Background: an optimization exercise with open tools, aiming at small area, a short achievable clock period and few clock cycles per item. Do not read the settings as production practice. The RTL was checked by simulation tests, not by an equivalence proof against the original design. Power figures rest on the tool's default switching activity, not on a simulated workload.

Setup of the previous run:
==> flow/design.v (excerpt) <==
module cpu_top #(
  parameter int addr_w = 12
) (
  input  logic                       clk,
  input  logic                       rst_n,
  output logic                       io_stall,
  output logic                       mem_req,
  output logic                       mem_we,
  output logic [addr_w:0]            mem_addr,
  output logic [cpu_pkg::data_w-1:0] mem_wdata,
  input  logic                       mem_ack,
  input  logic [cpu_pkg::data_w-1:0] mem_rdata
);
export LEC_CHECK = 0
export CAP_MARGIN = 20
export CORE_MARGIN = 2
export CORE_UTILIZATION = 40
export SETUP_SLACK_MARGIN = 4.5
export SLEW_MARGIN = 20
create_clock -name core_clock -period 8.0 [get_ports {clk}]
run.sh (not shown) runs the stock make flow with config.mk's settings and CLKGATE_MAP_FILE= SYNTH_SCRIPT=/design/flow/synth_recipe.tcl, a recipe that flattens the netlist after the stock synthesis.
Looking at the reports, the previous run completed the entire flow and the layout it produced met the timing, DRC and antenna checks.
Testbench counts of the previous run, summed over its fixed seeds: cycles 32,621, instrs 24,000.
Here is what was changed in the inputs of the current run compared with the previous run.
--- a/flow/design.v
+++ b/flow/design.v
@@ -490,37 +490,34 @@
   logic [addr_w-1:0] fa;        
   logic              ir_v;
   logic [15:0]       ir;
   logic              ir_jd;     
   logic              ir_f;      
   logic [dw-1:0]     op_a;      
   logic [dw-1:0]     op_b;      
-  logic [15:0]       zr;        
+  logic [15:0]       rv;        
   logic [dw-1:0]     t_a [0:15];    
   logic [dw-1:0]     t_b [0:15];
   logic [dw-1:0]     rd_a, rd_b;
   logic [2:0]        pend;      
   logic              m2;
   logic [3:0]        wb_rt;
   logic [dw-1:0]     cs_x, cs_y, cs_x_d, cs_y_d;
   logic [2:0]        op;
   logic [3:0]        rs, rt, rd;
   logic              is_load, is_store, is_mem, is_alu, is_mul, is_beq, is_jump;
   logic              uses_rs, uses_rt;
-  logic [3:0]        w_rs, w_rt;
-  logic              w_pnd;
   logic              adv, f_busy, ld_busy, wbusy, hazard, ex, redir, arr, w_jump, w_beqs, w_wait;
   logic [addr_w-1:0] w_tgt;
   logic              nxt_data, nxt_none, nxt_fetch;
   logic [addr_w-1:0] beq_tgt, fetch_nx, fa_inc;
   logic [dw-1:0]     alu_out;
   logic              ld_wr, alu_wr, wr_en;
   logic [3:0]        wr_idx;
   logic [dw-1:0]     wr_data;
-  logic              a_eq_b, alu_zero, wr_zero;
   logic [3:0]        idx_a, idx_b;
   logic [2:0]        n_ret;
   assign op       = ir[15:13];
   assign rs       = ir[12:9];
   assign rt       = ir[8:5];
   assign rd       = ir[4:1];
   assign is_load  = (op == 3'b010);
@@ -535,24 +532,18 @@
   assign adv     = mem_ack || !mem_req;
   assign f_busy  = mem_req && !q_data;
   assign ld_busy = q_data && q_ld;
   assign wbusy  = ld_busy || m2;
   assign hazard = wbusy &&
                   (is_alu || (uses_rs && rs == wb_rt) || (uses_rt && rt == wb_rt));
   assign ex     = ir_v && !hazard;
-  assign redir  = ex && !ir_jd && ((is_beq && a_eq_b) || is_jump);
+  assign redir  = ex && !ir_jd && ((is_beq && op_a == op_b) || is_jump);
   assign arr    = mem_ack && f_busy && !redir;
   assign w_jump = (mem_rdata[15:13] == 3'b101);
-  assign w_rs   = mem_rdata[12:9];
-  assign w_rt   = mem_rdata[8:5];
-  assign w_pnd  = (m2 && (wb_rt == w_rs || wb_rt == w_rt)) ||
-                  (ir_v && is_alu && (rd == w_rs || rd == w_rt)) ||
-                  (ir_v && is_load && (rt == w_rs || rt == w_rt));
-  assign w_beqs = (mem_rdata[15:13] == 3'b100) &&
-                  ((w_rs == w_rt) || (zr[w_rs] && zr[w_rt] && !w_pnd));
+  assign w_beqs = (mem_rdata[15:13] == 3'b100) && (mem_rdata[12:9] == mem_rdata[8:5]);
   assign w_tgt  = w_jump ? mem_rdata[12:1] : fa + addr_w'($signed(mem_rdata[4:0])) + addr_w'(1);
   assign w_wait = (mem_rdata[15:14] == 2'b00) ||
                   (mem_rdata[15] ^ mem_rdata[14]) && (mem_rdata[12:9] == rd) ||
                   ((mem_rdata[15:13] == 3'b011) || (mem_rdata[15:13] == 3'b100)) && (mem_rdata[8:5] == rd);
   always_comb begin
     case ({op[0], ir[0]})
       2'b00:   alu_out = op_a + op_b;
@@ -566,36 +557,27 @@
     cs_y <= cs_y_d;
   end
   assign ld_wr   = adv && ld_busy;
   assign alu_wr  = adv && ex && is_alu && !is_mul;
   assign wr_en   = ld_wr || m2 || alu_wr;
   assign wr_idx  = (ld_busy || m2) ? wb_rt : rd;
   assign wr_data = ld_busy ? mem_rdata : m2 ? (cs_x + cs_y) : alu_out;
-  assign a_eq_b = (op_a == op_b);
-  always_comb begin
-    case ({op[0], ir[0]})
-      2'b00:   alu_zero = 1'b0;
-      2'b01:   alu_zero = a_eq_b;
-      default: alu_zero = !($signed(op_a) < $signed(op_b));
-    endcase
-  end
-  assign wr_zero = ld_busy ? (mem_rdata == '0) : !m2 && alu_zero;
   for (genvar i = 0; i < 16; i++) begin : g_rf
     logic [dw-1:0] q;
     always_ff @(posedge clk) begin
       if (wr_en && wr_idx == 4'(i)) q <= wr_data;
     end
-    assign t_a[i] = q & {dw{!zr[i] && idx_a == 4'(i)}};
-    assign t_b[i] = q & {dw{!zr[i] && idx_b == 4'(i)}};
+    assign t_a[i] = q & {dw{rv[i] && idx_a == 4'(i)}};
+    assign t_b[i] = q & {dw{rv[i] && idx_b == 4'(i)}};
   end
   always_ff @(posedge clk or negedge rst_n) begin
     if (!rst_n) begin
-      zr <= '1;
+      rv <= '0;
     end else if (wr_en) begin
-      zr[wr_idx] <= wr_zero;
+      rv[wr_idx] <= 1'b1;
     end
   end
   always_comb begin
     rd_a = '0;
     rd_b = '0;
     for (int i = 0; i < 16; i++) begin
       rd_a = rd_a | t_a[i];
Findings:
The previous run → the current run: final max-slew violation count level; hold slack fell by 0.053 ns; sequential fraction of design power went up by 1.7 points. The current run vs the previous run: number of buffers other than clock buffers in the final layout down by more than 10%. The current run vs the previous run — proportion of total power due to net switching rose 0.46 points. Per-cell routed wire length, the previous run and the current run: smaller value in the current run. Worst setup slack (lower): the current run. On register cell area after layout, the previous run and the current run are neck and neck. Total met3 wirelength after detailed routing: the previous run and the current run compared, higher one is the previous run. Of the previous run and the current run, the previous run shows the higher HPWL after detailed placement, with the current run below it. The maximum VDD drop in the current run was lower than what the previous run gave. [compare] base=the previous run new=the current run: final cell area excluding filler cells went down about 6%; area of placed instances down 0.0011 sq mm; fraction of standard cell area in multi-input logic went down by 0.60 points.
Testbench counts of the current run, summed over its fixed seeds: cycles 33,391, instrs 24,000.

-- port drivers added, routing unchanged --
In the flow no input, the clock included, has a driving cell. The finished layouts below were timed again as built, in two steps.
Step 1 sets driving cells, clkbuf_16 on the clock port and buf_2 on the other inputs (assumed; they add their load-dependent delay and slew).
Step 2 adds t to the input delays and takes it off the output delays; t is the mean of the earliest and latest rising clock arrival at the registers after step 1. Input paths then give back, and output paths get back, about the clock's delay inside the block.
Three values: no drivers, after step 1, after step 2; two values: the first two.
| run | t (ns) | setup slack, ns | worst setup path at the end |
|---|---|---|---|
| the previous run | 0.676 | 4.350 / 4.350 / 3.846 | input to register |
| the current run | 0.660 | 4.293 / 4.293 / 3.900 | input to register |
After both steps setup and hold are still met in every run listed. The setup slack of the previous run, which loses most, moves by 0.000 ns with the drivers and by -0.504 ns with both steps.
